Context: an optimization exercise on an open-source flow, tuned for small area, a short achievable clock period and few clock cycles per item. The choices shown serve that exercise and are no tape-out recipe.
At most, simulation tests tie the RTL to the original design; equivalence was not proved.
The RTL of runs 4 to 6 was laid out without a check of its function.
Power is estimated from default activity; no workload was simulated.

$ cat design/flow/constraint.sdc
create_clock -name core_clock -period 4.0 [get_ports {clock_i}]
set_input_delay 0.8000 -clock core_clock [delete_from_list [all_inputs] [get_ports {clock_i}]]
set_output_delay 0.8000 -clock core_clock [all_outputs]
set_load 0.01 [all_outputs]
$ cat design/flow/design.v
package icache_pkg;
	localparam int OFFSET_W = 4;
	localparam int INDEX_W  = 4;
	localparam int ADDR_W   = 32;
	localparam int TAG_W    = ADDR_W - INDEX_W - OFFSET_W;
	typedef logic [ADDR_W-1:0]   addr_t;
	typedef logic [TAG_W-1:0]    tag_t;
	typedef logic [INDEX_W-1:0]  index_t;
	typedef logic [OFFSET_W-1:0] offset_t;
	typedef logic [31:0]         word_t;
	typedef struct packed {
		tag_t    tag;
		index_t  index;
		offset_t offset;
	} fetch_addr_t;
	typedef struct packed {
		logic valid;
		tag_t tag;
	} tag_entry_t;
	typedef enum logic [1:0] {
		REFILL_IDLE,
		REFILL_REQUEST,
		REFILL_COLLECT,
		REFILL_COMMIT
	} refill_state_t;
endpackage
module icache_lookup #(
	parameter int W = 1
) (
	input  logic         sel_i,
	input  logic [W-1:0] a_i,
	input  logic [W-1:0] b_i,
	output logic [W-1:0] y_o
);
	assign y_o = sel_i ? b_i : a_i;
endmodule
module icache_hit_check (
	input  logic [29:0] addr_i,
	input  logic [24:0] head_hi_i,
	input  logic [4:0]  end_lo_i,
	input  logic        carry_i,
	output logic        seq_o
);
	logic [29:0] t;
	logic [7:0]  l1;
	logic [3:0]  l2;
	logic [1:0]  l3;
	for (genvar g = 0; g < 5; g++)
	begin : g_lo
		icache_same i_same (
			.a_i (addr_i[g]),
			.b_i (end_lo_i[g]),
			.y_o (t[g])
		);
	end
	icache_same i_b5 (
		.a_i (addr_i[5]),
		.b_i (head_hi_i[0] ^ carry_i),
		.y_o (t[5])
	);
	icache_same i_b6 (
		.a_i (addr_i[6]),
		.b_i (head_hi_i[1] ^ (head_hi_i[0] & carry_i)),
		.y_o (t[6])
	);
	for (genvar g = 7; g < 30; g++)
	begin : g_hi
		icache_carry_term i_term (
			.k1_i (addr_i[g]),
			.k0_i (addr_i[g-1]),
			.h1_i (head_hi_i[g-5]),
			.h0_i (head_hi_i[g-6]),
			.y_o  (t[g])
		);
	end
	for (genvar g = 0; g < 7; g++)
	begin : g_l1
		icache_nand4 i_n4 (
			.a_i (t[4*g]),
			.b_i (t[4*g+1]),
			.c_i (t[4*g+2]),
			.d_i (t[4*g+3]),
			.y_o (l1[g])
		);
	end
	icache_nand2 i_n2 (
		.a_i (t[28]),
		.b_i (t[29]),
		.y_o (l1[7])
	);
	for (genvar g = 0; g < 4; g++)
	begin : g_l2
		icache_nor2 i_o2 (
			.a_i (l1[2*g]),
			.b_i (l1[2*g+1]),
			.y_o (l2[g])
		);
	end
	for (genvar g = 0; g < 2; g++)
	begin : g_l3
		icache_nand2 i_n2 (
			.a_i (l2[2*g]),
			.b_i (l2[2*g+1]),
			.y_o (l3[g])
		);
	end
	icache_nor2 i_root (
		.a_i (l3[0]),
		.b_i (l3[1]),
		.y_o (seq_o)
	);
endmodule
module icache_same (
	input  logic a_i,
	input  logic b_i,
	output logic y_o
);
	assign y_o = a_i ~^ b_i;
endmodule
module icache_carry_term (
	input  logic k1_i,
	input  logic k0_i,
	input  logic h1_i,
	input  logic h0_i,
	output logic y_o
);
	assign y_o = (h1_i ^ k1_i) ~^ (h0_i & !k0_i);
endmodule
module icache_nand4 (
	input  logic a_i,
	input  logic b_i,
	input  logic c_i,
	input  logic d_i,
	output logic y_o
);
	assign y_o = !(a_i && b_i && c_i && d_i);
endmodule
module icache_nand2 (
	input  logic a_i,
	input  logic b_i,
	output logic y_o
);
	assign y_o = !(a_i && b_i);
endmodule
module icache_nor2 (
	input  logic a_i,
	input  logic b_i,
	output logic y_o
);
	assign y_o = !(a_i || b_i);
endmodule
module icache_data_read (
	input  logic rvalid_i,
	input  logic rdy_i,
	output logic valid_o
);
	assign valid_o = rvalid_i && rdy_i;
endmodule
module icache_req_gate (
	input  logic rvalid_i,
	input  logic ireq_i,
	input  logic ereq_i,
	output logic req_o
);
	assign req_o = ireq_i || (rvalid_i && ereq_i);
endmodule
module icache_inc30 (
	input  logic [29:0] a_i,
	output logic [29:0] c_o
);
	for (genvar g = 0; g < 30; g++)
	begin : g_c
		if (g == 0)
		begin : g_lsb
			assign c_o[g] = 1'b1;
		end
		else
		begin : g_bit
			assign c_o[g] = &a_i[g-1:0];
		end
	end
endmodule
module icache_top #(
	parameter int OFFSET_W = icache_pkg::OFFSET_W,
	parameter int INDEX_W  = icache_pkg::INDEX_W,
	parameter int TAG_W    = icache_pkg::ADDR_W - INDEX_W - OFFSET_W
) (
	input  logic                  clock_i,
	input  logic                  rst_n_i,
	input  logic                  fetch_i,
	input  icache_pkg::addr_t     fetch_addr_i,
	input  logic                  flush_i,
	output logic                  instr_valid_o,
	output icache_pkg::word_t     instr_o,
	output icache_pkg::addr_t     instr_addr_o,
	output logic                  miss_o,
	output logic                  mem_req_o,
	output icache_pkg::addr_t     mem_line_addr_o,
	input  logic                  mem_rvalid_i,
	input  icache_pkg::word_t     mem_rdata_i
);
	localparam int CAP = 31;
	localparam int LOW = 4;
	logic [4:0]     n_q;      
	logic           busy_q;   
	logic           lm_q;     
	logic           miss_q;
	logic           rdy_q;    
	logic           ireq_q;   
	logic           ereq_q;   
	logic [29:0]    h_q;      
	logic [1:0]     wc_q;     
	logic [LOW-1:0] ml_q;     
	logic [4:0]     el_q;     
	logic           c_q;      
	logic           seq;
	logic           nz;
	logic           acc;
	logic           last;
	logic           start;
	logic           cont;
	logic           deliver;
	logic           endw;
	logic           req;
	logic           lost;
	logic           fall;
	logic           clr;
	logic [29:0]    h_inc;
	logic [29:0]    h_cy;
	logic [4:0]     n_d;
	logic           busy_d;
	logic           lm_d;
	logic [29:0]    h_d;
	logic [1:0]     wc_d;
	logic           m_d;
	logic           wrap_d;
	logic           v0_d;
	logic           rdy_d;
	logic           ireq_d;
	logic [4:0]     el_d;
	logic           c_d;
	logic           miss_d [2];
	icache_inc30 i_inc (
		.a_i (h_q),
		.c_o (h_cy)
	);
	assign h_inc = h_q ^ h_cy;
	icache_hit_check i_seq (
		.addr_i    (fetch_addr_i[31:2]),
		.head_hi_i (h_q[29:5]),
		.end_lo_i  (el_q),
		.carry_i   (c_q),
		.seq_o     (seq)
	);
	logic n_ge1;
	logic n_ge2;
	logic n_ge3;
	logic n_ge4;
	logic n_cap;
	logic r_ge1;
	logic r_ge2;
	logic r_ge3;
	assign n_ge1 = n_q != '0;
	assign n_ge2 = n_q > 5'd1;
	assign n_ge3 = n_q > 5'd2;
	assign n_ge4 = n_q > 5'd3;
	assign n_cap = n_q == 5'(CAP - 1);
	assign nz      = n_ge1;
	assign deliver = mem_rvalid_i && rdy_q;
	assign r_ge1   = deliver ? n_ge2 : n_ge1;
	assign r_ge2   = deliver ? n_ge3 : n_ge2;
	assign r_ge3   = deliver ? n_ge4 : n_ge3;
	assign acc     = fetch_i && !miss_q && !flush_i;
	assign last    = !r_ge1;
	assign start   = acc && last;
	assign cont    = acc && !last;
	assign endw    = mem_rvalid_i && (wc_q == 2'd3);
	assign req     = ireq_q || (mem_rvalid_i && ereq_q);
	assign lost    = endw && lm_q && (miss_q ? n_ge2 : n_ge1) && !rdy_q;
	assign fall    = miss_q && !r_ge2;
	assign clr     = flush_i || lost;
	assign busy_d = req || (busy_q && !endw);
	assign lm_d   = !last && (req || (lm_q && !endw));
	assign h_d    = last ? fetch_addr_i[31:2] : (h_q ^ (h_cy & {30{deliver}}));
	assign wc_d   = req ? 2'd0 : {wc_q[1] ^ (wc_q[0] && mem_rvalid_i), wc_q[0] ^ mem_rvalid_i};
	always_comb
	begin
		if (flush_i || (fall && !lost))
		begin
			n_d = '0;
		end
		else if (lost || start)
		begin
			n_d = 5'd1;
		end
		else if (cont && !deliver)
		begin
			n_d = n_q + 5'd1;
		end
		else if (deliver && !cont)
		begin
			n_d = n_q - 5'd1;
		end
		else
		begin
			n_d = n_q;
		end
	end
	always_comb
	begin
		if (deliver)
		begin
			m_d = 1'b1;
		end
		else if (req)
		begin
			m_d = h_q[1:0] == 2'd0;
		end
		else if (mem_rvalid_i)
		begin
			m_d = h_q[1:0] == wc_q + 2'd1;
		end
		else
		begin
			m_d = h_q[1:0] == wc_q;
		end
	end
	assign wrap_d = last ? (&fetch_addr_i[LOW+3:4])
		: (deliver ? (&h_inc[LOW+1:2]) : (&h_q[LOW+1:2]));
	assign el_d = last ? fetch_addr_i[6:2] + 5'd1 : el_q + 5'(acc);
	assign c_d  = last ? (&fetch_addr_i[6:2])
		: ((acc && (&el_q)) || (c_q && !(deliver && (&h_q[4:0]))));
	assign v0_d   = !clr && (miss_q ? r_ge2 : (acc || r_ge1));
	assign rdy_d  = busy_d && lm_d && v0_d && m_d;
	assign ireq_d = !busy_d && v0_d;
	logic drop0;
	logic drop1;
	logic v1_d;
	logic ereq_d;
	assign drop0 = cont;
	assign drop1 = cont && n_cap;
	assign miss_d[0] = !flush_i && (lost || (miss_q ? !fall : drop0));
	assign miss_d[1] = !flush_i && (lost || (miss_q ? !fall : drop1));
	assign v1_d = !clr && (miss_q ? r_ge3 : r_ge2);
	assign ereq_d = busy_d && (wc_d == 2'd3) && (lm_d
		? (rdy_d && v1_d && !wrap_d)
		: v0_d);
	logic miss_pick;
	icache_lookup #(.W(1)) i_pick_miss (
		.sel_i (seq),
		.a_i   (miss_d[0]),
		.b_i   (miss_d[1]),
		.y_o   (miss_pick)
	);
	icache_req_gate i_req_o (
		.rvalid_i (mem_rvalid_i),
		.ireq_i   (ireq_q),
		.ereq_i   (ereq_q),
		.req_o    (mem_req_o)
	);
	icache_data_read i_valid_o (
		.rvalid_i (mem_rvalid_i),
		.rdy_i    (rdy_q),
		.valid_o  (instr_valid_o)
	);
	assign mem_line_addr_o = {h_q[29:LOW+2], ml_q, 4'b0000};
	assign instr_o         = mem_rdata_i;
	assign instr_addr_o    = {h_q, 2'b00};
	assign miss_o          = miss_q;
	always_ff @(posedge clock_i or negedge rst_n_i)
	begin
		if (!rst_n_i)
		begin
			n_q    <= '0;
			busy_q <= 1'b0;
			lm_q   <= 1'b0;
			miss_q <= 1'b0;
			rdy_q  <= 1'b0;
			ireq_q <= 1'b0;
			ereq_q <= 1'b0;
		end
		else
		begin
			miss_q <= miss_pick;
			ereq_q <= ereq_d;
			n_q    <= n_d;
			rdy_q  <= rdy_d;
			ireq_q <= ireq_d;
			busy_q <= busy_d;
			lm_q   <= lm_d;
		end
	end
	always_ff @(posedge clock_i)
	begin
		h_q  <= h_d;
		wc_q <= wc_d;
		ml_q <= h_d[LOW+1:2] + LOW'(lm_d);
		el_q <= el_d;
		c_q  <= c_d;
	end
endmodule
$ cat design/flow/config.mk
export PLATFORM = sky130hd
export DESIGN_NAME = icache_top
export DESIGN_NICKNAME = icache_top
export VERILOG_FILES = /design/flow/design.v
export SDC_FILE = /design/flow/constraint.sdc
export NUM_CORES = 4
export LEC_CHECK = 0
export CAP_MARGIN = 20
export CORE_MARGIN = 2
export CORE_UTILIZATION = 70
export SETUP_SLACK_MARGIN = 1.9
export SLEW_MARGIN = 20
export SYNTH_HIERARCHICAL = 1
export SYNTH_MINIMUM_KEEP_SIZE = 0
$ cat design/flow/flow/run.sh
#!/bin/bash
# own flow: the standard layout, with port buffers of a plain buffer cell
set -o pipefail
cp standard.sh standard.sh.txt 2>/dev/null
cp config.mk config.mk.txt
export BUFFER_PORTS_ARGS="-buffer_cell sky130_fd_sc_hd__buf_1"
export ADDER_MAP_FILE=
bash standard.sh > standard.log 2>&1
$ cat design/flow/standard.sh
#!/bin/bash
# synth_recipe.tcl (not shown) runs the flow's synth.tcl, then flattens the netlist and writes it again
# the make line also repeats each setting of config.mk as NAME=value (left out here)
make -C /OpenROAD-flow-scripts/flow DESIGN_CONFIG=/design/flow/config.mk WORK_HOME=/design/flow/orfs CLKGATE_MAP_FILE= SYNTH_SCRIPT=/design/flow/synth_recipe.tcl "${@:-finish}"
==> qor.csv, run 1 <==
stage,metric,value,unit
place,port_buffers,95,
worst_hold_path,hold_path_class,input pin to asynchronous set/reset pin,
power_and_ir_drop,p_per_area,461,nW/um^2
power_and_ir_drop,peakVddDrop,0.288,mV
critical_path,crit_path_end_kind,flop,
final_layout,diodes,0,
detailed_routing,viasPerCell,5.73,
detailed_routing,drc,0,
power_and_ir_drop,p_leak,0.00170,uW
timing,setup_ws,1.89,ns
floorplan,die_y,83.3,microns
critical_path,path_max_fanout,10,
final_layout,syn_to_final_growth,3.15,%
floorplan,rows,28,
clocking,htreeDepth,2,
power_and_ir_drop,comb_power_share,43.0,%
clocking,clk_path_buf_depth,2,
final_layout,fill_cells,481,
place,pre_cts_slack,1.06,ns
final_layout,layout_common_cells,"94 x buf_1, 76 x nand2_1, 59 x xor2_1",
detailed_routing,wl,10.3,mm
power_and_ir_drop,intPower,1190,uW
synth,synth_ff_type,dfxtp_1,
critical_path,worstPathRequired,4.24,ns
grt,antenna_found_initial,0,
floorplan,fp.coreArea,5990,sq um
final_layout,final_nets,648,
synth,synth_edf_count,0,
timing,period_share,52.7,%
detailed_routing,routed-via-count,3755,
synth,yosysUniqueCellTypes,69,
place,hpwlAfterDp,6.85,mm
clocking,holdBufCountCts,0,
synth,synth-seq-cells,53,
synth,syn_area_per_cell,8.06,sq um
clocking,cts.reportedPaths.clkPinSlew,0.11,ns
timing,fin_skew,0.00785,ns
detailed_routing,wl_per_cell,15.7,microns
timing,relSlewSlack,55.6,%
clocking,cts_tree,yes,
critical_path,arrival,2.34,ns
clocking,clk_latency,0.32,ns
outcome,status,no timing/DRC/antenna violations,
power_and_ir_drop,p_switching,903,uW
floorplan,dieWidth,83.3,microns
clocking,numCtsBuffers,5,
flow_run,drv_cap,0,
synth,netlist_area,4400,sq um
grt,grt_overflow_total,0,
synth,netlist_instances,546,
synth,ys_seq_area_share,25.3,%
grt,grt_pass1_wl,16.0,mm
floorplan,io_pins,168,
timing,period_needed,2.11,ns
place,gp_congestion,0.896,
detailed_routing,drt-pass1-iter-count,6,
detailed_routing,ant_nets,0,
timing,rsz0062_at_grt,true,
power_and_ir_drop,pwr-share-clk,16.0,%
timing,hold_violations,0,
timing,tns,0,ns
timing,drv_slew,0,
floorplan,dieArea,6940,sq um
grt,grt_max_degree,24,
final_layout,layout_commonest_cell,buf_1,
grt,grt.total_usage,27.7,%
clocking,cts.root.buffer_cell,clkbuf_8,
final_layout,drive_gt1_share,10.7,%
timing,fmax,0.475,GHz
power_and_ir_drop,total_power,2090,uW
timing,worst_slew_pin_slew,0.666,ns
critical_path,crit_path_start_kind,input pin,
synth,async_reset_ff_share,20.8,%
floorplan,start_util,73.5,%
synth,yosys_warnings,9,
timing,setup_viol,0,
grt,grt_pass1_vias,3242,
clocking,cts_sinks,53,
power_and_ir_drop,swShare,43.2,%
power_and_ir_drop,p_seq_share,41.0,%
critical_path,reg2reg_depth,6,
critical_path,worst-setup-path-type,input pin to flop,
detailed_routing,drt_iter0_drc,261,
==> metrics by stage <==
stage	std cells	hold WS (ns)	instance area [sq um]	util [%]
6_report	655	0.471	4540	75.8
3_3_place_gp	637	0.518	4290	71.7
4_1_cts	651	0.498	4460	74.5
3_5_place_dp	637	0.527	4290	71.7
2_1_floorplan	551	0.488	4430	-
5_1_grt	655	0.522	4540	75.8
==> metal layers <==
layer,wire length [microns],vias up,GRT usage (%)
met3,868,37,4.57
met1,4490,1697,38.9
met4,239,0,10.4
met5,0,-,0
met2,4660,187,42.7
li1,-,1834,-
==> power groups by stage <==
stage	clock network, uW	logic, uW	registers (uW)
floorplan	0	724	850
global placement	0	809	858
detailed placement	0	825	864
CTS	338	872	852
global route	361	982	881
finish	334	900	858
==> synthesized netlist by cell type (9+ instances only) <==
| master | number | area, sq um |
|---|---|---|
| a21oi_1 | 12 | 60.1 |
| buf_4 | 64 | 480 |
| clkbuf_1 | 9 | 33.8 |
| dfrtp_1 | 11 | 275 |
| dfxtp_1 | 42 | 841 |
| inv_1 | 13 | 48.8 |
| nand2_1 | 76 | 285 |
| nand3_1 | 9 | 45.0 |
| nand4_1 | 16 | 100 |
| nor2_1 | 28 | 105 |
| nor2b_1 | 25 | 156 |
| nor3_1 | 16 | 80.1 |
| o21ai_0 | 35 | 175 |
| xnor2_1 | 39 | 342 |
| xor2_1 | 59 | 517 |
==> what timing repair did <==
action	in CTS	in global routing
buffers inserted	3	4
pin swaps	1	3
gates cloned	3	0
gates resized for setup	7	8
endpoints found under the setup margin	48	11
==> critical path, cell delays in order <==
cell	delay (ns)
buf_1	0.16
nor3b_4	0.47
nor2_1	0.11
a2111oi_2	0.45
nand4_1	0.16
a221oi_2	0.19
==> final timing paths <==
| kind | startpoint | slack, ns | to |
|---|---|---|---|
| worst max-delay path | flush_i | 1.89 | ereq_q |
| worst min-delay path | rst_n_i | 0.47 | busy_q |
| worst max register to register | n_q[2] | 1.92 | ereq_q |
| worst min register to register | wc_q[1] | 0.55 | ereq_q |
| max in group asynchronous | rst_n_i | 3.06 | n_q[0] |
| min in group core_clock | wc_q[1] | 0.55 | ereq_q |
==> Yosys stat by module, one instance, submodules excluded, a selection <==
module,area [sq um],copies in the design,flops+latches,cells
icache_hit_check,21.3,1,0,3
icache_nor2,3.75,5,0,1
icache_same,8.76,7,0,1
icache_carry_term,23.8,23,0,3
icache_inc30,423,1,0,61
icache_data_read,6.26,1,0,1
icache_req_gate,7.51,1,0,1
icache_nand2,3.75,3,0,1
icache_nand4,6.26,7,0,1
icache_top,3250,1,53,388
==> flip-flops by register name, summed over array words and instances (netlist names) <==
register  cells
ireq_q        1
lm_q          1
n_q           5
busy_q        1
ereq_q        1
miss_q        1
c_q           1
rdy_q         1
el_q          5
wc_q          2
h_q          30
ml_q          4
==> logic make-up after synthesis <==
family	count (synthesis)	share of synthesized area [%]
and+or+nand+nor	211	27.1
xor gates and xnor gates	98	19.5
buffers and inverters	98	14.6
AOI/OAI and AO/OA	82	12.8
DFF	53	25.3
muxes	2	0.568
other	2	0.171
==> layout make-up <==
| class | instances | area [sq um] | share of cell area [%] |
|---|---|---|---|
| inverters | 13 | 48.8 | 1.07 |
| flip-flops and latches | 53 | 1120 | 24.7 |
| multi-input cells | 403 | 2730 | 60.1 |
| clock inverters | 3 | 28.8 | 0.634 |
| well taps | 75 | 93.8 | 2.07 |
| clock buffers | 5 | 68.8 | 1.52 |
| repair buffers | 103 | 449 | 9.89 |
Testbench counts, summed over its fixed seeds: cycles 71,895, items 32,000.
==> inputs of run 2 (changes only) <==
--- a/design/flow/config.mk
+++ b/design/flow/config.mk
@@ -9,3 +9,3 @@
 export CORE_MARGIN = 2
-export CORE_UTILIZATION = 70
+export CORE_UTILIZATION = 50
 export SETUP_SLACK_MARGIN = 1.9
==> run 2 against run 1 <==
Effect of this change:
- still clean
- critical path type is now input pin to primary output
- combinational power is 3.0% lower
- critical endpoint is now mem_req_o
- fmax is 0.73% higher
- first-iteration DRC count decreased by 59%
- global-route usage decreased by 8.1 points
==> qor.csv, run 2 <==
stage,metric,value,unit,change
critical_path,r2r-start,n_q[1],,
detailed_routing,drc,0,,unchanged
critical_path,crit_path_end_kind,primary output,,
timing,period_share,52.3,%,-0.38 points
floorplan,io_pins,168,,unchanged
synth,yosys_warnings,9,,unchanged
critical_path,path_buf_inv,3,,+2
timing,period_needed,2.09,ns,-0.0152 ns
power_and_ir_drop,p_leak,0.00174,uW,+2.5%
timing,fmax,0.478,GHz,+0.73%
detailed_routing,routed-via-count,3660,,-2.5%
final_layout,final_nets,654,,+0.93%
timing,fin_skew,0.0170,ns,+0.00910 ns
critical_path,cp_common_cell,buf_6,,
synth,yosysUniqueCellTypes,69,,unchanged
timing,rsz0062_at_grt,true,,
floorplan,rows,34,,+21%
synth,ys_seq_area_share,25.3,%,unchanged
floorplan,dieArea,9570,sq um,+38%
critical_path,reg2reg_to,ml_q[3],,
grt,grt_pass1_wl,16.0,mm,+0.18%
clocking,cts.root.buffer_cell,clkbuf_8,,
clocking,clk_path_buf_depth,2,,unchanged
detailed_routing,ant_nets,0,,unchanged
synth,netlist_instances,546,,unchanged
timing,tns,0,ns,unchanged
place,hpwlAfterDp,6.76,mm,-1.2%
critical_path,crit_path_max_incr_delay,0.15,ns,-0.32 ns
timing,relSlewSlack,58.4,%,+2.8 points
outcome,status,no timing/DRC/antenna violations,,
timing,setup_viol,0,,unchanged
floorplan,start_util,51.0,%,-23 points
power_and_ir_drop,peakVddDrop,0.177,mV,-39%
grt,grt_pass1_vias,3357,,+3.5%
timing,drv_slew,0,,unchanged
clocking,holdBufCountCts,0,,unchanged
synth,netlist_area,4400,sq um,unchanged
critical_path,worst-setup-path-type,input pin to primary output,,
final_layout,layout_commonest_cell,buf_1,,
place,gp_congestion,0.782,,-13%
flow_run,drv_cap,0,,unchanged
detailed_routing,drt-pass1-iter-count,4,,-2
clocking,htreeDepth,2,,unchanged
floorplan,fp.coreArea,8640,sq um,+44%
critical_path,path_max_fanout,5,,-5
grt,grt.total_usage,19.6,%,-8.1 points
synth,syn_area_per_cell,8.06,sq um,unchanged
synth,synthTopCellsByArea,"dfxtp_1 19%, xor2_1 12%, buf_4 11%",,
final_layout,syn_to_final_growth,5.14,%,
critical_path,rrSetupSlack,1.98,ns,+0.06 ns
timing,hold_violations,0,,unchanged
synth,synth-seq-cells,53,,unchanged
critical_path,arrival,1.29,ns,-1.05 ns
synth,synth_ff_type,dfxtp_1,,
final_layout,largest_reg_flops,30,,unchanged
floorplan,die_y,97.8,microns,+17%
place,port_buffers,95,,unchanged
timing,worst_slew_pin_slew,0.624,ns,-0.0419 ns
synth,synth_edf_count,0,,unchanged
power_and_ir_drop,total_power,2100,uW,+0.60%
critical_path,crit_path_start_kind,input pin,,
critical_path,reg2reg_depth,5,,-1
clocking,cts_sinks,53,,unchanged
clocking,cts_tree,yes,,
synth,synth_top_area_share,19.1,%,unchanged
clocking,numCtsBuffers,5,,unchanged
floorplan,dieWidth,97.8,microns,+17%
detailed_routing,wl_per_cell,14.0,microns,-11%
final_layout,layout_common_cells,"92 x buf_1, 76 x nand2_1, 59 x xor2_1",,
clocking,cts.reportedPaths.clkPinSlew,0.10,ns,about the same
critical_path,worstPathRequired,3.20,ns,-1.04 ns
detailed_routing,drt_iter0_drc,107,,-59%
power_and_ir_drop,p_per_area,455,nW/um^2,-1.3%
final_layout,top_regs,"h_q x30, el_q x5, n_q x5",,
synth,synth.most_common_cell,nand2_1,,
critical_path,crit_slowest_cell,a21o_1,,
grt,grt_overflow_total,0,,unchanged
critical_path,cpLargestDelayFamily,buffers and inverters,,
clocking,clk_latency,0.31,ns,about the same
final_layout,fill_cells,877,,+82%
grt,antenna_found_initial,0,,unchanged
synth,async_reset_ff_share,20.8,%,unchanged
final_layout,drive_gt1_share,12.1,%,+1.4 points
final_layout,regMostFlops,h_q,,
detailed_routing,viasPerCell,5.27,,-8.0%
worst_hold_path,hold_path_class,input pin to asynchronous set/reset pin,,
synth,yosysTopAreaCell,dfxtp_1,,
detailed_routing,wl,9.70,mm,-5.4%
synth,synth_commonest_cells,"76 x nand2_1, 64 x buf_4, 59 x xor2_1, 42 x dfxtp_1, 39 x xnor2_1",,
critical_path,crit_chain,"buf_6, buf_6, a21o_1, buf_2",,
grt,grt_max_degree,34,,+42%
final_layout,diodes,0,,unchanged
-- run 2: cell types whose count changed in the layout (fill, tap and decap cells not counted), moves of 2 or more --
cell,before,now
buf_4,6,13
buf_1,94,92
buf_2,0,3
nor2_4,3,1
buf_6,1,3
buf_12,2,0
-- run 2: layout make-up --
cell class	instances	area, sq um	share of cell area, %
clock buffers	6	72.6	1.57
multi-input cells	401	2720	58.8
flip-flops and latches	53	1120	24.2
clock inverters	2	38.8	0.838
well taps	108	135	2.92
inverters	13	48.8	1.05
repair buffers	111	492	10.6
-- run 2: report_power, final --
part           total [uW]  internal (uW)  leakage (uW)  switching [uW]
clock                 370            188     0.0000554             181
combinational         873            399       0.00119             474
sequential            862            653      0.000498             210
total                2100           1240       0.00174             865
-- run 2: logic make-up (layout without fill, tap and decap cells) --
| logic type | after synthesis | after routing | share of synthesized area, % |
|---|---|---|---|
| XOR/XNOR | 98 | 98 | 19.5 |
| multiplexers | 2 | 2 | 0.568 |
| flip-flops | 53 | 53 | 25.3 |
| buffers and inverters | 98 | 132 | 14.6 |
| other | 2 | 7 | 0.171 |
| AND/OR/NAND/NOR | 211 | 212 | 27.1 |
| AO/OA/AOI/OAI | 82 | 82 | 12.8 |
-- run 2: modules after synthesis (local to each module, per instance), a selection --
module / times used / cells / area [sq um] / flops+latches
icache_carry_term: 23 / 3 / 23.8 / 0
icache_data_read: 1 / 1 / 6.26 / 0
icache_hit_check: 1 / 3 / 21.3 / 0
icache_inc30: 1 / 61 / 423 / 0
icache_nand2: 3 / 1 / 3.75 / 0
icache_nand4: 7 / 1 / 6.26 / 0
icache_nor2: 5 / 1 / 3.75 / 0
icache_req_gate: 1 / 1 / 7.51 / 0
icache_same: 7 / 1 / 8.76 / 0
icache_top: 1 / 388 / 3250 / 53
-- run 2: metal layers --
| layer | vias up | share of wire, % | track usage, % |
|---|---|---|---|
| met1 | 1719 | 46 | 26.6 |
| met5 | - | 0 | 0 |
| met4 | 0 | 1.5 | 4.70 |
| li1 | 1842 | - | - |
| met2 | 73 | 49 | 32.8 |
| met3 | 26 | 3.6 | 3.08 |
-- run 2: worst register-to-register path: stages (launching register included) --
cell     delay, ns
dfrtp_1       0.53
or4_4         0.64
a21oi_1       0.19
o221a_2       0.24
and3_4        0.20
xor2_1        0.15
-- run 2: worst max-delay path by stage --
stage,startpoint,to,cells after the start
6_report,mem_rvalid_i,mem_req_o,4
5_1_grt,mem_rvalid_i,ereq_q,9
3_3_place_gp,mem_rvalid_i,ml_q[3],8
2_1_floorplan,mem_rvalid_i,ml_q[3],6
4_1_cts,mem_rvalid_i,mem_req_o,4
3_5_place_dp,mem_rvalid_i,ml_q[3],8
-- run 2: metrics by stage --
stage | cells | hold WS [ns] | setup WS, ns | area [sq um] | util, %
floorplan | 551 | 0.488 | 1.92 | 4430 | -
global placement | 672 | 0.519 | 1.28 | 4350 | 50.4
detailed placement | 672 | 0.523 | 1.30 | 4350 | 50.4
CTS | 690 | 0.477 | 1.90 | 4560 | 52.8
global route | 694 | 0.526 | 1.89 | 4630 | 53.6
finish | 694 | 0.473 | 1.91 | 4630 | 53.6
-- run 2: timing repair --
action / in CTS / in global routing
setup endpoints to repair: 29 / 12
buffers inserted: 9 / 3
cloned: 1 / 1
pin swaps: 4 / 6
gates resized for setup: 7 / 17
==> inputs of run 3 (changes only) <==
--- a/design/flow/config.mk
+++ b/design/flow/config.mk
@@ -9,3 +9,3 @@
 export CORE_MARGIN = 2
-export CORE_UTILIZATION = 50
+export CORE_UTILIZATION = 60
 export SETUP_SLACK_MARGIN = 1.9
==> run 3 against run 2 <==
Effect of this change:
- still clean
- global-route usage increased by 3.9 points
- register-to-register slack is essentially flat
- critical endpoint is now instr_valid_o
- die area fell by 16%
- sequential share of layout area up 0.27 points
- fmax increased by 2.5%
- non-clock buffer count shrank 6
- clock power is 2% higher
- count of clock-buffer cells in the layout is 1 higher
==> qor.csv, run 3 <==
stage,metric,value,unit,change
outcome,status,no timing/DRC/antenna violations,,
final_layout,regMostFlops,h_q,,
final_layout,layout_common_cells,"94 x buf_1, 76 x nand2_1, 59 x xor2_1",,
timing,period_share,51.0,%,-1.3 points
synth,ys_seq_area_share,25.3,%,unchanged
worst_hold_path,hold_path_class,input pin to asynchronous set/reset pin,,
place,pre_cts_slack,1.09,ns,-0.211 ns
floorplan,die_y,89.7,microns,-8.4%
clocking,numCtsBuffers,5,,unchanged
timing,drv_slew,0,,unchanged
final_layout,final_cells,679,,-2.2%
final_layout,diodes,0,,unchanged
critical_path,crit_path_start_kind,input pin,,
clocking,clk_latency,0.31,ns,about the same
detailed_routing,drt_iter0_drc,110,,+2.8%
power_and_ir_drop,p_per_area,460,nW/um^2,+1.1%
clocking,cts.reportedPaths.clkPinSlew,0.09,ns,about the same
clocking,cts.root.buffer_cell,clkbuf_8,,
synth,synth_top_area_share,19.1,%,unchanged
critical_path,crit_path_max_incr_delay,0.15,ns,about the same
detailed_routing,wl_per_cell,14.0,microns,about the same
final_layout,final_nets,648,,-0.92%
final_layout,drive_gt1_share,10.3,%,-1.8 points
critical_path,arrival,1.24,ns,-0.05 ns
timing,hold_violations,0,,unchanged
floorplan,fp.coreArea,7180,sq um,-17%
synth,synthTopCellsByArea,"dfxtp_1 19%, xor2_1 12%, buf_4 11%",,
clocking,cts_sinks,53,,unchanged
final_layout,multiInputGateArea,2710,sq um,-0.28%
final_layout,regArea,1120,sq um,-0.11%
clocking,cts_tree,yes,,
synth,synth-seq-cells,53,,unchanged
clocking,holdBufCountCts,0,,unchanged
grt,antenna_found_initial,0,,unchanged
detailed_routing,routed-via-count,3660,,unchanged
place,port_buffers,95,,unchanged
place,hpwlAfterDp,6.81,mm,+0.73%
critical_path,worstPathRequired,3.20,ns,about the same
clocking,clk_path_buf_depth,2,,unchanged
final_layout,layout_commonest_cell,buf_1,,
detailed_routing,drt-pass1-iter-count,4,,unchanged
critical_path,path_max_fanout,15,,+10
synth,yosys_warnings,9,,unchanged
place,placedCellCount,662,,-1.5%
timing,setup_viol,0,,unchanged
timing,rsz0062_at_grt,true,,
detailed_routing,wl,9.49,mm,-2.2%
synth,async_reset_ff_share,20.8,%,unchanged
synth,netlist_area,4400,sq um,unchanged
critical_path,setup.worst_path.start,mem_rvalid_i,,
critical_path,crit_path_end_kind,primary output,,
floorplan,dieArea,8040,sq um,-16%
grt,grt_overflow_total,0,,unchanged
grt,grt.total_usage,23.5,%,+3.9 points
timing,setup_ws,1.96,ns,+0.0515 ns
synth,synth.most_common_cell,nand2_1,,
timing,period_needed,2.04,ns,-0.0515 ns
floorplan,dieWidth,89.7,microns,-8.4%
grt,grt_pass1_wl,15.0,mm,-5.9%
timing,tns,0,ns,unchanged
timing,fin_skew,0.00568,ns,-0.0113 ns
timing,fmax,0.490,GHz,+2.5%
floorplan,rows,31,,-8.8%
critical_path,crit_chain,"buf_6, and2_1, buf_1",,
critical_path,crit_slowest_cell,buf_6,,
place,gp_congestion,0.839,,+7.2%
grt,grt_max_degree,34,,unchanged
critical_path,r2r-start,n_q[1],,
final_layout,fill_cells,684,,-22%
detailed_routing,viasPerCell,5.39,,+2.2%
power_and_ir_drop,peakVddDrop,0.203,mV,+15%
final_layout,final_util,63.7,%,+10 points
synth,synth_edf_count,0,,unchanged
clocking,htreeDepth,2,,unchanged
synth,synth_ff_type,dfxtp_1,,
synth,yosysUniqueCellTypes,69,,unchanged
detailed_routing,ant_nets,0,,unchanged
power_and_ir_drop,p_leak,0.00171,uW,-2.1%
synth,netlist_instances,546,,unchanged
synth,yosysTopAreaCell,dfxtp_1,,
flow_run,drv_cap,0,,unchanged
final_layout,top_regs,"h_q x30, el_q x5, n_q x5",,
synth,syn_area_per_cell,8.06,sq um,unchanged
floorplan,io_pins,168,,unchanged
grt,grt_pass1_vias,3191,,-4.9%
synth,synth_commonest_cells,"76 x nand2_1, 64 x buf_4, 59 x xor2_1, 42 x dfxtp_1, 39 x xnor2_1",,
timing,relSlewSlack,58.7,%,+0.34 points
final_layout,syn_to_final_growth,3.86,%,
floorplan,start_util,61.4,%,+10 points
timing,worst_slew_pin_slew,0.619,ns,-0.00516 ns
final_layout,largest_reg_flops,30,,unchanged
critical_path,worst-setup-path-type,input pin to primary output,,
detailed_routing,drc,0,,unchanged
==> run 3: cell types whose count changed in the layout (fill, tap and decap cells not counted), moves of 2 or more <==
cell and change:
buf_1 +2, buf_2 -3, buf_4 -5, nor2_2 -2
==> run 3: Yosys stat by module, one instance, submodules excluded, a selection <==
module	times used	cell area [sq um]	flip-flops and latches	cells
icache_inc30	1	423	0	61
icache_nand2	3	3.75	0	1
icache_nand4	7	6.26	0	1
icache_top	1	3250	53	388
icache_same	7	8.76	0	1
icache_req_gate	1	7.51	0	1
icache_nor2	5	3.75	0	1
icache_hit_check	1	21.3	0	3
icache_carry_term	23	23.8	0	3
icache_data_read	1	6.26	0	1
==> run 3: cells by family (layout without fill, tap and decap cells) <==
| kind of cell | after synthesis | in the layout | synth area share (%) |
|---|---|---|---|
| AOI/OAI and AO/OA | 82 | 82 | 12.8 |
| xor gates and xnor gates | 98 | 98 | 19.5 |
| buffers and inverters | 98 | 126 | 14.6 |
| DFF | 53 | 53 | 25.3 |
| muxes | 2 | 2 | 0.568 |
| other | 2 | 7 | 0.171 |
| and+or+nand+nor | 211 | 212 | 27.1 |
==> run 3: worst max-delay path: cells and delay by family <==
family | cells | cell delay [ns]
buf+inv | 2 | 0.30
simple gates | 1 | 0.15
==> run 3: path summary, 6_finish.rpt <==
kind	to	slack, ns	cells after the start
worst max-delay path	instr_valid_o	1.96	3
worst min-delay path	ireq_q	0.47	1
worst max register to register	ereq_q	1.98	5
worst min register to register	busy_q	0.55	1
max in group asynchronous	n_q[2]	3.10	1
min in group core_clock	busy_q	0.55	1
==> run 3: metal layers <==
metal  vias to the layer above  share of wire [%]  GRT usage [%]
met5                         -                  0              0
met4                         0                1.5           7.33
met3                        15                4.2           3.11
met2                        92                 47           38.6
met1                      1720                 47           32.0
li1                       1833                  -              -
==> run 3: stage by stage <==
stage                     cell area, sq um  total power (uW)  hold slack (ns)
after CTS                             4520              2100            0.487
after global routing                  4570              2260            0.519
after floorplan                       4430              1570            0.488
after detailed placement              4330              1700            0.525
final                                 4570              2100            0.470
after global placement                4330              1680            0.517
==> run 3: what timing repair did <==
action | 4_1_cts | 5_1_grt
resized for setup | 8 | 9
buffers inserted | 5 | 3
pin swaps | 2 | 3
setup endpoints to repair | 48 | 23
cloned | 1 | 0
==> run 3: area by class of cell <==
type | instances | area share [%]
multi-input cells | 401 | 59.3
flip-flops and latches | 53 | 24.5
clock inverters | 1 | 0.657
repair buffers | 105 | 9.85
inverters | 13 | 1.07
clock buffers | 7 | 1.89
well taps | 99 | 2.71
==> run 3: report_power, final <==
part           total [uW]  leakage (uW)  internal [uW]  switching, uW
Sequential            858      0.000498            652            207
Clock                 379     0.0000585            204            174
Combinational         865       0.00115            394            471
Total                2100       0.00171           1250            852
==> inputs of run 4 (changes only) <==
--- a/design/flow/design.v
+++ b/design/flow/design.v
@@ -170,11 +170,25 @@
 );
-	for (genvar g = 0; g < 30; g++)
-	begin : g_c
-		if (g == 0)
-		begin : g_lsb
-			assign c_o[g] = 1'b1;
+	logic [5:0] blk;
+	logic [5:0] pre;
+	for (genvar k = 0; k < 6; k++)
+	begin : g_blk
+		assign blk[k] = &a_i[5*k+4:5*k];
+		if (k == 0)
+		begin : g_first
+			assign pre[k] = 1'b1;
 		end
 		else
+		begin : g_next
+			assign pre[k] = &blk[k-1:0];
+		end
+		for (genvar j = 0; j < 5; j++)
 		begin : g_bit
-			assign c_o[g] = &a_i[g-1:0];
+			if (j == 0)
+			begin : g_lsb
+				assign c_o[5*k+j] = pre[k];
+			end
+			else
+			begin : g_in
+				assign c_o[5*k+j] = pre[k] && (&a_i[5*k+j-1:5*k]);
+			end
 		end
==> run 4 against run 3 <==
Effect of this change:
- critical endpoint is now n_q[2]
- critical path type is now flop to flop
- final cell count rose by 0.44%
- die area fell by 1.0%
- still clean
- worst setup slack got worse by 0.0067 ns
- largest cell class unchanged
- register-to-register slack got worse by 0.03 ns
==> qor.csv, run 4 <==
stage,metric,value,unit,change
outcome,status,no timing/DRC/antenna violations,,
grt,grt.total_usage,23.5,%,about the same
detailed_routing,viasPerCell,5.45,,+1.1%
place,hpwlAfterDp,6.68,mm,-2.0%
final_layout,syn_to_final_growth,3.42,%,
final_layout,largest_reg_flops,30,,unchanged
place,port_buffers,95,,unchanged
floorplan,io_pins,168,,unchanged
timing,setup_viol,0,,unchanged
clocking,numCtsBuffers,5,,unchanged
critical_path,worstPathRequired,4.19,ns,+0.99 ns
grt,grt_pass1_wl,14.7,mm,-2.3%
synth,synth-seq-cells,53,,unchanged
timing,period_needed,2.05,ns,+0.00666 ns
power_and_ir_drop,peakVddDrop,0.256,mV,+26%
clocking,clk_latency,0.31,ns,about the same
critical_path,arrival,2.24,ns,+1.00 ns
clocking,cts.reportedPaths.clkPinSlew,0.10,ns,about the same
floorplan,start_util,61.0,%,-0.32 points
final_layout,diodes,0,,unchanged
critical_path,crit_path_start_kind,flop,,
detailed_routing,routed-via-count,3716,,+1.5%
timing,worst_slew_pin_slew,0.642,ns,+0.0233 ns
detailed_routing,drc,0,,unchanged
detailed_routing,wl_per_cell,14.0,microns,+0.49%
final_layout,layout_common_cells,"94 x buf_1, 75 x nand2_1, 59 x xor2_1",,
floorplan,dieWidth,89.2,microns,-0.51%
grt,grt_max_degree,17,,-50%
final_layout,drive_gt1_share,10.5,%,+0.12 points
synth,synth_top_area_share,19.3,%,+0.20 points
detailed_routing,ant_nets,0,,unchanged
power_and_ir_drop,p_leak,0.00163,uW,-4.8%
floorplan,die_y,89.2,microns,-0.51%
flow_run,drv_cap,0,,unchanged
final_layout,top_regs,"h_q x30, el_q x5, n_q x5",,
critical_path,path_max_fanout,11,,-4
timing,relSlewSlack,57.2,%,-1.6 points
clocking,clk_path_buf_depth,2,,unchanged
floorplan,fp.coreArea,7140,sq um,-0.54%
floorplan,rows,31,,unchanged
synth,synthTopCellsByArea,"dfxtp_1 19%, xor2_1 12%, buf_4 11%",,
detailed_routing,drt_iter0_drc,154,,+40%
clocking,htreeDepth,2,,unchanged
critical_path,worst-setup-path-type,flop to flop,,
power_and_ir_drop,p_per_area,449,nW/um^2,-2.3%
grt,grt_overflow_total,0,,unchanged
timing,drv_slew,0,,unchanged
final_layout,final_nets,651,,+0.46%
clocking,cts_sinks,53,,unchanged
synth,netlist_instances,550,,+0.73%
grt,grt_pass1_vias,3054,,-4.3%
synth,synth_edf_count,0,,unchanged
floorplan,dieArea,7960,sq um,-1.0%
timing,hold_ws,0.477,ns,+0.00753 ns
timing,fin_skew,0.00403,ns,-0.00165 ns
synth,synth.most_common_cell,nand2_1,,
detailed_routing,drt-pass1-iter-count,4,,unchanged
synth,ys_seq_area_share,25.6,%,+0.27 points
synth,synth_commonest_cells,"75 x nand2_1, 66 x buf_4, 59 x xor2_1, 42 x dfxtp_1, 39 x xnor2_1",,
timing,tns,0,ns,unchanged
timing,period_share,51.2,%,+0.17 points
synth,syn_area_per_cell,7.92,sq um,-1.8%
timing,rsz0062_at_grt,true,,
timing,fmax,0.488,GHz,-0.33%
synth,synth_ff_type,dfxtp_1,,
synth,yosysUniqueCellTypes,68,,-1.4%
synth,async_reset_ff_share,20.8,%,unchanged
clocking,cts.root.buffer_cell,clkbuf_8,,
final_layout,layout_commonest_cell,buf_1,,
grt,antenna_found_initial,0,,unchanged
clocking,cts_tree,yes,,
timing,hold_violations,0,,unchanged
final_layout,final_util,63.1,%,-0.60 points
worst_hold_path,hold_path_class,input pin to asynchronous set/reset pin,,
detailed_routing,wl,9.58,mm,+0.94%
synth,yosys_warnings,9,,unchanged
final_layout,regMostFlops,h_q,,
critical_path,crit_path_end_kind,flop,,
place,gp_congestion,0.821,,-2.2%
synth,yosysTopAreaCell,dfxtp_1,,
synth,netlist_area,4360,sq um,-1.1%
## run 4: cell count changes in the layout (fill, tap and decap cells not counted), moves of 3 or more
cell,change
nor4_1,+10
dfxtp_1,-5
dfxtp_2,+5
and3_4,-4
inv_1,-4
nor3_1,-4
and4_1,+3
nand4_1,+3
nand4_4,-3
nor4_2,-3
## run 4: cell families (layout without fill, tap and decap cells)
logic type / after synthesis / in the layout / synth area share, %
flops: 53 / 53 / 25.6
compound gates: 82 / 82 / 12.9
other cells: 2 / 7 / 0.172
simple gates: 213 / 216 / 25.8
xor+xnor: 98 / 98 / 19.7
mux: 2 / 2 / 0.574
buf+inv: 100 / 125 / 15.2
## run 4: modules after synthesis (local to each module, per instance), a selection
module | cells | area, sq um | copies in the design
icache_data_read | 1 | 6.26 | 1
icache_same | 1 | 8.76 | 7
icache_inc30 | 65 | 377 | 1
icache_nand4 | 1 | 6.26 | 7
icache_nor2 | 1 | 3.75 | 5
icache_req_gate | 1 | 7.51 | 1
icache_hit_check | 3 | 21.3 | 1
icache_nand2 | 1 | 3.75 | 3
## run 4: repair_timing
item	in CTS	in global routing
pin swaps	2	3
endpoints found under the setup margin	50	23
setup buffers	3	6
hold endpoints to repair	0	0
resized for setup	8	15
gates cloned	3	0
hold buffers	0	0
## run 4: where the power goes
group / switching (uW) / internal (uW) / leakage (uW)
Sequential: 205 / 655 / 0.000497
Clock: 189 / 122 / 0.0000439
Combinational: 465 / 388 / 0.00109
## run 4: stage by stage
step	instances	setup WS [ns]	total power, uW	area, sq um
floorplan	555	1.92	1550	4380
global placement	662	1.09	1650	4260
detailed placement	662	1.08	1670	4260
CTS	676	1.82	2020	4420
global route	682	1.88	2190	4510
finish	682	1.95	2020	4510
## run 4: path summary, 6_finish.rpt
check	from	cells past startpoint	slack [ns]	endpoint
setup / recovery	n_q[1]	5	1.95	n_q[2]
hold / removal	rst_n_i	1	0.48	lm_q
setup reg to reg	n_q[1]	5	1.95	n_q[2]
hold reg to reg	wc_q[1]	2	0.54	ereq_q
max in group asynchronous	rst_n_i	1	3.07	n_q[0]
min in group core_clock	wc_q[1]	2	0.54	ereq_q
## run 4: routing by layer
metal / vias to the layer above / wire length (microns) / track usage (%)
met1: 1724 / 4250 / 29.2
met2: 117 / 4630 / 40.7
met5: - / 0 / 0
li1: 1856 / - / -
met4: 0 / 195 / 8.14
met3: 19 / 503 / 4.25
## run 4: critical path, stage by stage (launching register included)
cell and delay [ns]:
dfrtp_1 0.53, or4_4 0.65, a2111oi_1 0.44, a31oi_1 0.11, xor2_1 0.16, nor2_1 0.05
## run 4: layout make-up
| type | instances | area (sq um) |
|---|---|---|
| clock inverters | 3 | 17.5 |
| inverters | 11 | 41.3 |
| well taps | 99 | 124 |
| fillers | 666 | 2630 |
| multi-input cells | 405 | 2670 |
| clock buffers | 5 | 68.8 |
| flip-flops and latches | 53 | 1130 |
| repair buffers | 106 | 459 |
==> inputs of run 5 (changes only) <==
--- a/design/flow/design.v
+++ b/design/flow/design.v
@@ -166,32 +166,2 @@
 endmodule
-module icache_inc30 (
-	input  logic [29:0] a_i,
-	output logic [29:0] c_o
-);
-	logic [5:0] blk;
-	logic [5:0] pre;
-	for (genvar k = 0; k < 6; k++)
-	begin : g_blk
-		assign blk[k] = &a_i[5*k+4:5*k];
-		if (k == 0)
-		begin : g_first
-			assign pre[k] = 1'b1;
-		end
-		else
-		begin : g_next
-			assign pre[k] = &blk[k-1:0];
-		end
-		for (genvar j = 0; j < 5; j++)
-		begin : g_bit
-			if (j == 0)
-			begin : g_lsb
-				assign c_o[5*k+j] = pre[k];
-			end
-			else
-			begin : g_in
-				assign c_o[5*k+j] = pre[k] && (&a_i[5*k+j-1:5*k]);
-			end
-		end
-	end
-endmodule
 module icache_top #(
@@ -241,4 +211,5 @@
 	logic           clr;
-	logic [29:0]    h_inc;
-	logic [29:0]    h_cy;
+	logic [LOW+1:0] h_inc;
+	logic           xing;
+	logic           kill;
 	logic [4:0]     n_d;
@@ -256,7 +227,3 @@
 	logic           miss_d [2];
-	icache_inc30 i_inc (
-		.a_i (h_q),
-		.c_o (h_cy)
-	);
-	assign h_inc = h_q ^ h_cy;
+	assign h_inc = h_q[LOW+1:0] + (LOW+2)'(1);
 	icache_hit_check i_seq (
@@ -294,6 +261,9 @@
 	assign fall    = miss_q && !r_ge2;
-	assign clr     = flush_i || lost;
+	assign xing    = deliver && (&h_q[LOW+1:0]) && (miss_q ? r_ge2 : r_ge1);
+	assign kill    = lost || xing;
+	assign clr     = flush_i || kill;
 	assign busy_d = req || (busy_q && !endw);
 	assign lm_d   = !last && (req || (lm_q && !endw));
-	assign h_d    = last ? fetch_addr_i[31:2] : (h_q ^ (h_cy & {30{deliver}}));
+	assign h_d    = last ? fetch_addr_i[31:2]
+		: {h_q[29:LOW+2], deliver ? h_inc : h_q[LOW+1:0]};
 	assign wc_d   = req ? 2'd0 : {wc_q[1] ^ (wc_q[0] && mem_rvalid_i), wc_q[0] ^ mem_rvalid_i};
@@ -301,3 +271,3 @@
 	begin
-		if (flush_i || (fall && !lost))
+		if (flush_i || (fall && !kill))
 		begin
@@ -305,3 +275,3 @@
 		end
-		else if (lost || start)
+		else if (kill || start)
 		begin
@@ -355,4 +325,4 @@
 	assign drop1 = cont && n_cap;
-	assign miss_d[0] = !flush_i && (lost || (miss_q ? !fall : drop0));
-	assign miss_d[1] = !flush_i && (lost || (miss_q ? !fall : drop1));
+	assign miss_d[0] = !flush_i && (kill || (miss_q ? !fall : drop0));
+	assign miss_d[1] = !flush_i && (kill || (miss_q ? !fall : drop1));
 	assign v1_d = !clr && (miss_q ? r_ge3 : r_ge2);
==> run 5 against run 4 <==
Effect of this change:
- global-route usage fell by 1.9 points
- clock skew rose by 0.0039 ns
- synthesized area fell by 16%
- sequential power shrank 3.4%
==> qor.csv, run 5 <==
stage,metric,value,unit,change
final_layout,fin_area,4010,sq um,-11%
timing,tns,0,ns,unchanged
timing,fin_skew,0.00794,ns,+0.00391 ns
clocking,cts_tree,yes,,
synth,synthTopCellsByArea,"edfxtp_1 21%, buf_4 13%, xnor2_1 10%",,
synth,netlist_area,3650,sq um,-16%
detailed_routing,viasPerCell,5.37,,-1.5%
floorplan,io_pins,168,,unchanged
synth,syn_area_per_cell,9.34,sq um,+18%
final_layout,multiInputGateArea,1870,sq um,-30%
floorplan,start_util,62.1,%,+1.0 points
floorplan,fp.coreArea,5890,sq um,-18%
outcome,status,no timing/DRC/antenna violations,,
synth,synth_top_family_by_area,simple AND/OR/NAND/NOR gates,,
final_layout,final_util,68.2,%,+5.1 points
final_layout,drive_gt1_share,13.4,%,+2.9 points
synth,synth_top_area_share,21.4,%,+2.1 points
place,pre_cts_slack,1.05,ns,-0.0251 ns
critical_path,worst-setup-path-type,flop to flop,,
synth,synth-seq-cells,53,,unchanged
detailed_routing,drc,0,,unchanged
timing,relSlewSlack,55.5,%,-1.6 points
clocking,htreeDepth,2,,unchanged
final_layout,largest_reg_flops,30,,unchanged
timing,period_share,54.6,%,+3.4 points
place,dpl_cell_area,3680,sq um,-13%
place,port_buffers,95,,unchanged
power_and_ir_drop,p_leak,0.00145,uW,-11%
synth,ys_seq_area_share,37.7,%,+12 points
synth,yosys_warnings,9,,unchanged
floorplan,rows,28,,-9.7%
final_layout,diodes,0,,unchanged
flow_run,drv_cap,0,,unchanged
synth,yosysUniqueCellTypes,54,,-21%
clocking,cts_sinks,53,,unchanged
critical_path,crit_path_end_kind,flop,,
floorplan,die_y,82.0,microns,-8.1%
grt,antenna_found_initial,0,,unchanged
synth,synth_ff_type,edfxtp_1,,
timing,hold_violations,0,,unchanged
final_layout,regArea,1380,sq um,+23%
critical_path,reg2reg_depth,6,,+1
detailed_routing,drt_iter0_drc,140,,-9.1%
clocking,cts.reportedPaths.clkPinSlew,0.09,ns,about the same
synth,synth.most_common_cell,buf_4,,
final_layout,layout_commonest_cell,buf_1,,
clocking,cts.root.buffer_cell,clkbuf_8,,
detailed_routing,ant_nets,0,,unchanged
critical_path,crit_path_start_kind,flop,,
synth,yosysTopAreaCell,edfxtp_1,,
synth,async_reset_ff_share,20.8,%,unchanged
floorplan,dieArea,6730,sq um,-15%
synth,synth_compound_area_share,9.39,%,-3.5 points
power_and_ir_drop,p_per_area,474,nW/um^2,+5.6%
place,hpwlAfterDp,5.24,mm,-21%
final_layout,syn_to_final_growth,9.90,%,
timing,worst_slew_pin_slew,0.667,ns,+0.0246 ns
power_and_ir_drop,peakVddDrop,0.360,mV,+41%
synth,synth_commonest_cells,"62 x buf_4, 42 x xnor2_1, 31 x xor2_1, 30 x nand2_1, 26 x edfxtp_1",,
synth,muxShareOfSynthArea,1.61,%,+1.0 points
detailed_routing,wl,7.30,mm,-24%
final_layout,final_nets,516,,-21%
timing,drv_slew,0,,unchanged
synth,synthXorXnorAreaFrac,17.5,%,-2.2 points
grt,grt_pass1_vias,2397,,-22%
grt,grt_max_degree,21,,+4
worst_hold_path,hold_path_class,input pin to asynchronous set/reset pin,,
grt,grt.total_usage,21.6,%,-1.9 points
clocking,clk_latency,0.30,ns,about the same
synth,synth-simple-area-share,19.2,%,-6.6 points
timing,setup_viol,0,,unchanged
timing,rsz0062_at_grt,true,,
grt,grt_overflow_total,0,,unchanged
timing,setup_ws,1.82,ns,-0.136 ns
final_layout,fill_cells,519,,-22%
floorplan,dieWidth,82.0,microns,-8.1%
final_layout,regMostFlops,h_q,,
power_and_ir_drop,total_power,1900,uW,-5.9%
detailed_routing,wl_per_cell,14.0,microns,-0.65%
final_layout,layout_common_cells,"94 x buf_1, 42 x xnor2_1, 31 x xor2_1",,
timing,fmax,0.458,GHz,-6.2%
clocking,clk_path_buf_depth,2,,unchanged
synth,synthAdderAreaFrac,0.274,%,+0.27 points
final_layout,top_regs,"h_q x30, el_q x5, n_q x5",,
clocking,holdBufCountCts,0,,unchanged
synth,netlist_instances,391,,-29%
place,gp_congestion,0.892,,+8.7%
detailed_routing,drt-pass1-iter-count,4,,unchanged
synth,synth_edf_count,26,,+26
grt,grt_pass1_wl,11.2,mm,-24%
critical_path,arrival,2.40,ns,+0.16 ns
critical_path,worstPathRequired,4.22,ns,+0.03 ns
critical_path,path_max_fanout,5,,-6
timing,period_needed,2.18,ns,+0.136 ns
detailed_routing,routed-via-count,2807,,-24%
clocking,numCtsBuffers,5,,unchanged
[run 5: changes by cell type in the layout (fill, tap and decap cells not counted), moves of 6 or more]
| cell | change |
|---|---|
| nor3_1 | -11 |
| nand2_1 | -47 |
| edfxtp_1 | +26 |
| xor2_1 | -28 |
| nand4_1 | -9 |
| inv_1 | -6 |
| o21ai_0 | -22 |
| nor2_1 | -6 |
| nor4_1 | -11 |
| buf_4 | +8 |
| dfxtp_1 | -21 |
[run 5: per-module statistics from Yosys (local to each module, per instance), excerpt]
module / copies in the design / flops+latches / area [sq um] / cells inside
icache_top: 1 / 53 / 2920 / 294
icache_hit_check: 1 / 0 / 21.3 / 3
icache_same: 7 / 0 / 8.76 / 1
icache_req_gate: 1 / 0 / 7.51 / 1
icache_nand4: 7 / 0 / 6.26 / 1
icache_data_read: 1 / 0 / 6.26 / 1
icache_nor2: 5 / 0 / 3.75 / 1
icache_nand2: 3 / 0 / 3.75 / 1
[run 5: repair_timing]
| action | in CTS | in global routing |
|---|---|---|
| pin swaps | 2 | 6 |
| resized for setup | 10 | 11 |
| buffers inserted | 9 | 9 |
| endpoints found under the setup margin | 49 | 30 |
| endpoints found under the hold margin | 0 | 0 |
| cloned | 0 | 0 |
[run 5: critical path, stage by stage, from the launching register on]
cell and delay, ns:
dfrtp_2 0.46, or4_4 0.56, o21a_1 0.23, o21ai_2 0.14
a21oi_1 0.09, or4_1 0.43, a211oi_2 0.19
[run 5: logic make-up (layout without fill, tap and decap cells)]
group,count (synthesis),count (layout)
other,1,6
flip-flops,53,53
AND/OR/NAND/NOR,130,130
AO/OA/AOI/OAI,53,53
multiplexers,5,5
buffers and inverters,75,127
XOR/XNOR,73,73
adder cells (fa/ha/maj),1,1
[run 5: through the flow]
stage	hold WS (ns)	std cells
floorplan	0.476	396
global placement	0.495	497
detailed placement	0.514	497
CTS	0.489	514
global route	0.539	523
finish	0.490	523
[run 5: layout make-up]
| type | instances | area share [%] |
|---|---|---|
| multi-input combinational | 268 | 46.5 |
| sequential | 53 | 34.4 |
| timing repair buffer | 115 | 13.2 |
| tap | 75 | 2.34 |
| clock buffer | 6 | 2.06 |
| clock inverter | 2 | 0.935 |
| inverter | 4 | 0.499 |
[run 5: power breakdown]
group          leakage, uW  total (uW)  internal, uW  switching [uW]
clock network    0.0000574         376           203             173
registers         0.000545         831           700             130
logic             0.000851         697           322             375
[run 5: worst paths after layout]
path,startpoint,end,slack (ns)
min in group core_clock,c_q,c_q,0.52
worst min-delay path,rst_n_i,n_q[2],0.49
worst max register to register,n_q[4],ereq_q,1.82
max in group asynchronous,rst_n_i,n_q[3],3.05
worst min register to register,c_q,c_q,0.52
worst max-delay path,n_q[4],ereq_q,1.82
[run 5: metal layers]
layer	global-route usage (%)	up-vias	wire length (microns)
met5	0	-	0
met4	8.67	0	162
met3	4.62	28	467
met2	35.0	103	3500
met1	28.0	1282	3160
li1	-	1394	-
==> inputs of run 6 (changes only) <==
--- a/design/flow/design.v
+++ b/design/flow/design.v
@@ -186,3 +186,3 @@
 	localparam int CAP = 31;
-	localparam int LOW = 4;
+	localparam int LOW = 6;
 	logic [4:0]     n_q;      
==> run 6 against run 5 <==
Effect of this change:
- still clean on timing, DRC and antenna
- first-iteration DRC count decreased by 41%
- synthesized cell count increased by 2.6%
- critical path depth unchanged
- count of clock-buffer cells in the layout decreased by 1
- design area about the same
- critical path type unchanged
==> qor.csv, run 6 <==
stage,metric,value,unit,change
power_and_ir_drop,pwr-share-clk,23.6,%,+3.8 points
critical_path,worst-setup-path-type,flop to flop,,
detailed_routing,drc,0,,unchanged
detailed_routing,drt-pass1-iter-count,4,,unchanged
power_and_ir_drop,p_switching,476,uW,-30%
floorplan,die_y,83.3,microns,+1.6%
floorplan,rows,28,,unchanged
synth,synthTopCellsByArea,"edfxtp_1 19%, buf_4 12%, xnor2_1 11%",,
synth,synth.most_common_cell,buf_4,,
timing,hold_ws,0.461,ns,-0.0293 ns
timing,setup_ws,1.95,ns,+0.137 ns
detailed_routing,ant_nets,0,,unchanged
final_layout,largest_reg_flops,30,,unchanged
timing,setup_viol,0,,unchanged
floorplan,dieArea,6940,sq um,+3.2%
final_layout,drive_gt1_share,12.2,%,-1.1 points
clocking,holdBufCountCts,0,,unchanged
power_and_ir_drop,p_per_area,376,nW/um^2,-21%
synth,synth_edf_count,24,,-7.7%
power_and_ir_drop,peakVddDrop,0.226,mV,-37%
clocking,cts_sinks,55,,+3.8%
synth,netlist_instances,401,,+2.6%
place,pre_cts_slack,1.01,ns,-0.0414 ns
timing,period_share,51.1,%,-3.4 points
critical_path,worstPathRequired,4.20,ns,-0.02 ns
critical_path,crit_path_end_kind,flop,,
clocking,clk_path_buf_depth,2,,unchanged
grt,grt_pass1_wl,11.6,mm,+3.9%
clocking,htreeDepth,2,,unchanged
place,hpwlAfterDp,5.35,mm,+2.0%
power_and_ir_drop,swShare,31.5,%,-4.1 points
synth,yosysUniqueCellTypes,59,,+9.3%
final_layout,multiInputGateArea,1910,sq um,+2.1%
clocking,cts.reportedPaths.clkPinSlew,0.09,ns,about the same
detailed_routing,viasPerCell,5.29,,-1.4%
synth,yosysTopAreaCell,edfxtp_1,,
synth,synth_ff_type,edfxtp_1,,
timing,relSlewSlack,60.6,%,+5.0 points
synth,synth_top_area_share,19.1,%,-2.3 points
floorplan,dieWidth,83.3,microns,+1.6%
flow_run,drv_cap,0,,unchanged
critical_path,crit_path_start_kind,flop,,
place,placedCellCount,503,,+1.2%
grt,grt.total_usage,19.9,%,-1.7 points
grt,grt_overflow_total,0,,unchanged
final_layout,layout_common_cells,"94 x buf_1, 47 x xnor2_1, 35 x xor2_1",,
synth,synth_commonest_cells,"60 x buf_4, 47 x xnor2_1, 35 x nand2_1, 35 x xor2_1",,
outcome,status,no timing/DRC/antenna violations,,
final_layout,diodes,0,,unchanged
final_layout,regMostFlops,h_q,,
synth,async_reset_ff_share,20.0,%,-0.75 points
timing,period_needed,2.05,ns,-0.137 ns
critical_path,arrival,2.24,ns,-0.16 ns
clocking,cts.root.buffer_cell,clkbuf_8,,
place,port_buffers,95,,unchanged
final_layout,regArea,1400,sq um,+1.5%
detailed_routing,drt_iter0_drc,82,,-41%
clocking,cts_tree,yes,,
place,gp_congestion,0.887,,-0.62%
power_and_ir_drop,comb_power_share,26.9,%,-9.7 points
final_layout,syn_to_final_growth,6.33,%,
final_layout,fill_cells,539,,+3.9%
power_and_ir_drop,p_seq_share,49.5,%,+5.9 points
floorplan,io_pins,168,,unchanged
final_layout,final_nets,517,,+0.19%
floorplan,start_util,63.0,%,+0.98 points
final_layout,top_regs,"h_q x30, ml_q x6",,
power_and_ir_drop,intPower,1030,uW,-16%
clocking,numCtsBuffers,5,,unchanged
synth,netlist_area,3780,sq um,+3.4%
timing,fmax,0.489,GHz,+6.7%
timing,tns,0,ns,unchanged
synth,synth-seq-cells,55,,+3.8%
timing,rsz0062_at_grt,true,,
detailed_routing,wl,7.07,mm,-3.1%
worst_hold_path,hold_path_class,input pin to asynchronous set/reset pin,,
grt,grt_pass1_vias,2440,,+1.8%
power_and_ir_drop,p_leak,0.00149,uW,+2.7%
synth,ys_seq_area_share,37.0,%,-0.71 points
grt,antenna_found_initial,0,,unchanged
clocking,clk_latency,0.30,ns,about the same
detailed_routing,wl_per_cell,13.5,microns,-3.3%
synth,yosys_warnings,9,,unchanged
timing,worst_slew_pin_slew,0.592,ns,-0.0755 ns
grt,grt_max_degree,27,,+29%
critical_path,path_max_fanout,6,,+1
timing,drv_slew,0,,unchanged
detailed_routing,routed-via-count,2772,,-1.2%
timing,hold_violations,0,,unchanged
final_layout,layout_commonest_cell,buf_1,,
floorplan,fp.coreArea,5990,sq um,+1.8%
synth,syn_area_per_cell,9.42,sq um,+0.81%
final_layout,final_cells,524,,+0.19%
timing,fin_skew,0.00537,ns,-0.00257 ns
## run 6: cell count changes in the layout (fill, tap and decap cells not counted), moves of 3 or more
cell,delta
a211oi_2,-3
a21oi_1,-8
buf_4,-4
dfxtp_1,+4
nand2_1,+5
nand3_1,-3
nand3b_1,-3
nand4_1,+3
nor2_1,-5
nor3_1,+7
or3_1,-3
xnor2_1,+5
xor2_1,+4
## run 6: cell type report
type / instances / area share [%]
Clock buffer: 5 / 1.71
Inverter: 5 / 0.592
Tap cell: 75 / 2.34
Timing Repair Buffer: 110 / 12.0
Clock inverter: 3 / 0.966
Sequential cell: 55 / 34.9
Multi-Input combinational cell: 271 / 47.5
## run 6: critical path: stages (launching register included)
cell,delay [ns]
dfrtp_2,0.45
or4_4,0.61
a21oi_2,0.14
o221a_2,0.26
nand4_2,0.16
nand3b_4,0.19
xnor2_2,0.14
## run 6: logic make-up after synthesis
| family | share of synthesized area, % |
|---|---|
| fa+ha+maj | 0.265 |
| flops | 37.0 |
| mux | 0.663 |
| xor+xnor | 19.4 |
| compound gates | 8.68 |
| simple gates | 19.7 |
| other cells | 0.0993 |
| buf+inv | 14.2 |
## run 6: final timing paths
kind                       startpoint       to  slack [ns]  depth (start not counted)
max in group asynchronous     rst_n_i   n_q[0]        3.12                          1
hold / removal                rst_n_i     lm_q        0.46                          1
hold reg to reg                busy_q   ereq_q        0.55                          2
setup / recovery               n_q[4]  ml_q[5]        1.95                          6
setup reg to reg               n_q[4]  ml_q[5]        1.95                          6
min in group core_clock        busy_q   ereq_q        0.55                          2
## run 6: routing by layer
metal / track usage [%] / vias to the layer above / part of all wire (%) / wire length (microns)
li1: - / 1385 / - / -
met1: 27.3 / 1254 / 44 / 3140
met2: 32.6 / 110 / 47 / 3340
met3: 3.88 / 23 / 6.7 / 471
met4: 4.47 / 0 / 1.6 / 114
met5: 0 / - / 0 / 0
## run 6: metrics by stage
stage                     power (uW)  instance area (sq um)  util, %
after floorplan                 1110                   3850        -
after detailed placement        1150                   3760     62.8
final                           1510                   4020     67.0
after CTS                       1520                   3960     66.1
after global placement          1150                   3760     62.8
after global routing            1600                   4020     67.0
## run 6: power by group through the flow
stage	logic (uW)	clock network (uW)	registers, uW
2_1_floorplan	372	0	738
3_3_place_gp	390	0	756
3_5_place_dp	396	0	757
4_1_cts	407	370	744
5_1_grt	454	390	760
6_report	406	357	747
## run 6: timing repair
item                                    4_1_cts  5_1_grt
endpoints found under the setup margin       49       11
gates cloned                                  0        0
gates resized for setup                       7       12
endpoints found under the hold margin         0        0
pin swaps                                     5        3
setup buffers                                10        3
## run 6: per-module statistics from Yosys, one instance, submodules excluded, excerpt
module             cells inside  flops+latches  copies in the design
icache_nand2                  1              0                     3
icache_nor2                   1              0                     5
icache_carry_term             3              0                    23
icache_nand4                  1              0                     7
icache_data_read              1              0                     1
icache_req_gate               1              0                     1
icache_top                  304             55                     1
icache_hit_check              3              0                     1

## re-timing with driven ports
The results above use ideal ports. As a check the final layouts listed here were re-extracted and re-timed, cells and wires unchanged. Step 1, drivers: a clkbuf_16 drives clock_i and a buf_2 each remaining input, both assumed. Step 2 times the ports against the registers' clock, not the clock port: input delays grow and output delays shrink by t, the midpoint of the rising clock arrivals with the driver on. Slacks: ideal ports / drivers / drivers and shift; pairs: ideal ports / drivers.
| run | t, ns | setup slack, ns | latest minus earliest clock arrival (ns) |
|---|---|---|---|
| run 1 | 0.348 | 1.893 / 1.903 / 1.556 | 0.010 / 0.009 |
| run 2 | 0.334 | 1.908 / 1.876 / 1.602 | 0.017 / 0.017 |
| run 3 | 0.335 | 1.959 / 1.921 / 1.663 | 0.006 / 0.006 |
| run 4 | 0.337 | 1.953 / 1.933 / 1.649 | 0.004 / 0.004 |
| run 5 | 0.329 | 1.817 / 1.817 / 1.591 | 0.008 / 0.008 |
| run 6 | 0.322 | 1.954 / 1.942 / 1.667 | 0.006 / 0.006 |
After both steps every run listed still meets setup and hold. For run 1, which loses most, drivers alone change the setup slack by +0.010 ns; drivers and shift together by -0.337 ns.
